What follows belongs to an exercise in optimizing a design on an open flow for small area, a short achievable clock period and few clock cycles per item; a production flow would make more cautious choices. Only simulation tests tie the RTL to the original design; equivalence was not proved. Power figures rest on the tool's default switching activity, not on a simulated workload.

Setup of job 104:
// fc_stream_layer
module fc_stream_layer #(
    parameter int unsigned N       = 16,
    parameter int unsigned Q       = 12,
    parameter int unsigned IN_LEN  = 8,
    parameter int unsigned OUT_LEN = 4,
    parameter int unsigned RELU    = 1
) (
    input  logic                clk,
    input  logic                global_rst,
    input  logic                ce,
    input  logic signed [N-1:0] data_in,
    input  logic                valid_in,
    input  logic                end_in,
    output logic                in_ready,
    input  logic                w_we,
    input  logic [7:0]          w_addr,
    input  logic [N-1:0]        w_data,
    output logic signed [N-1:0] data_out,
    output logic                valid_op,
    output logic                end_op,
    output logic                overflow
);
==> flow/config.mk <==
export PLATFORM = sky130hd
export DESIGN_NAME = fc_stream_layer
export DESIGN_NICKNAME = fc_stream_layer
export VERILOG_FILES = /design/flow/design.v
export SDC_FILE = /design/flow/constraint.sdc
export NUM_CORES = 4
export LEC_CHECK = 0
export CAP_MARGIN = 20
export CORE_MARGIN = 2
export CORE_UTILIZATION = 65
export CTS_CLUSTER_DIAMETER = 80
export CTS_CLUSTER_SIZE = 30
export PLACE_DENSITY = 0.72
export SLEW_MARGIN = 20
export SYNTH_HIERARCHICAL = 1
export SYNTH_MINIMUM_KEEP_SIZE = 0
==> flow/constraint.sdc <==
create_clock -name core_clock -period 12.0 [get_ports {clk}]
set_input_delay 2.4000 -clock core_clock [delete_from_list [all_inputs] [get_ports {clk}]]
set_output_delay 2.4000 -clock core_clock [all_outputs]
set_load 0.01 [all_outputs]
standard.sh (not shown) runs the stock make flow with config.mk's settings and CLKGATE_MAP_FILE= SYNTH_SCRIPT=/design/flow/synth_recipe.tcl, a recipe that flattens the netlist after the stock synthesis.
==> flow/flow/run.sh <==
#!/bin/bash
# The standard layout, with ORFS's setup repair aiming well below the 12 ns
# clock (the constraints themselves are unchanged): SETUP_SLACK_MARGIN asks
# repair_timing for that much spare slack on every path. Clock tree synthesis
# gets the same clustering as config.mk asks for, without dummy loads.
set -euo pipefail
export SETUP_SLACK_MARGIN=8.45
export CTS_ARGS="-sink_clustering_enable -repair_clock_nets -sink_clustering_size 30 -sink_clustering_max_diameter 80 -dont_use_dummy_load"
bash standard.sh > standard.log 2>&1
Testbench counts of job 104, summed over its fixed seeds: cycles 8,240, frames 1,024.
Changes in job 105 relative to job 104:
diff --git a/flow/flow/run.sh b/flow/flow/run.sh
--- a/flow/flow/run.sh
+++ b/flow/flow/run.sh
@@ -5,5 +5,5 @@
 # gets the same clustering as config.mk asks for, without dummy loads.
 set -euo pipefail
-export SETUP_SLACK_MARGIN=8.45
+export SETUP_SLACK_MARGIN=8.5
 export CTS_ARGS="-sink_clustering_enable -repair_clock_nets -sink_clustering_size 30 -sink_clustering_max_diameter 80 -dont_use_dummy_load"
 bash standard.sh > standard.log 2>&1
==> run summary <==
Diff job 105..job 104 | count of final setup violators | unchanged
There was hardly any difference in number of placed instances, taps included between job 105 and job 104.
Job 105: full flow OK, the timing, DRC and antenna checks passed
Per the comparison of job 105 with job 104, internal power component now sits higher; first-iteration DRC count now sits higher; global placement routability congestion now sits at about the same level.
Diff job 104 -> job 105 | global-route wire length before repair | increase of about 1.6%

========
Starting RTL as in the previous note.
clock: 12.0 ns
lec_check: 0
cap_margin: 20
core_margin: 2
core_utilization: 55
cts_cluster_diameter: 80
cts_cluster_size: 30
place_density: 0.65
slew_margin: 20
synth_hierarchical: 1
synth_minimum_keep_size: 0
==> flow/flow/run.sh <==
#!/bin/bash
# The standard layout, with ORFS's setup repair aiming well below the 12 ns
# clock (the constraints themselves are unchanged): SETUP_SLACK_MARGIN asks
# repair_timing for that much spare slack on every path.
set -euo pipefail
export SETUP_SLACK_MARGIN=8.4
bash standard.sh > standard.log 2>&1
Testbench counts at the start, summed over its fixed seeds: cycles 8,240, frames 1,024.
Next try:
--- a/flow/flow/run.sh
+++ b/flow/flow/run.sh
@@ -6 +6 @@
-export SETUP_SLACK_MARGIN=8.4
+export SETUP_SLACK_MARGIN=8.45
CORE_UTILIZATION = 65   (was 55)
PLACE_DENSITY = 0.72   (was 0.65)
What happened: Total power went up by 1.3%; fmax went down by about 0.35%; routed wire length went down by about 1.9%; core utilization went up by 10 points.

[separate check: timing with driven ports]
No port has a modelled driver above. Below, the same layouts with a new extraction and two added sets of constraints. Step 1 (the two cells are an assumption about what drives the block):
set clk [get_ports {clk}]
set_driving_cell -lib_cell sky130_fd_sc_hd__clkbuf_16 $clk
set_driving_cell -lib_cell sky130_fd_sc_hd__buf_2 [delete_from_list [all_inputs] $clk]
Step 2 times the ports against the registers' clock, not the clock port: input delays grow and output delays shrink by t, the midpoint of the rising clock arrivals with the driver on. a / b / c = ideal / step 1 / step 2; a / b = the first two.
| run | shift t [ns] | setup WS [ns] | worst setup path at the end |
|---|---|---|---|
| job 104 | 0.732 | 8.443 / 8.386 / 7.940 | input to register |
| job 105 | 0.768 | 8.293 / 8.293 / 7.932 | input to register |
| the first run of note 2 | 0.795 | 8.421 / 8.340 / 7.839 | input to register |
| the second run of note 2 | 0.768 | 8.408 / 8.367 / 7.910 | input to register |
After both steps every run listed still meets setup and hold. The setup slack of the first run of note 2, which loses most, moves by -0.081 ns with the drivers and by -0.582 ns with both steps.
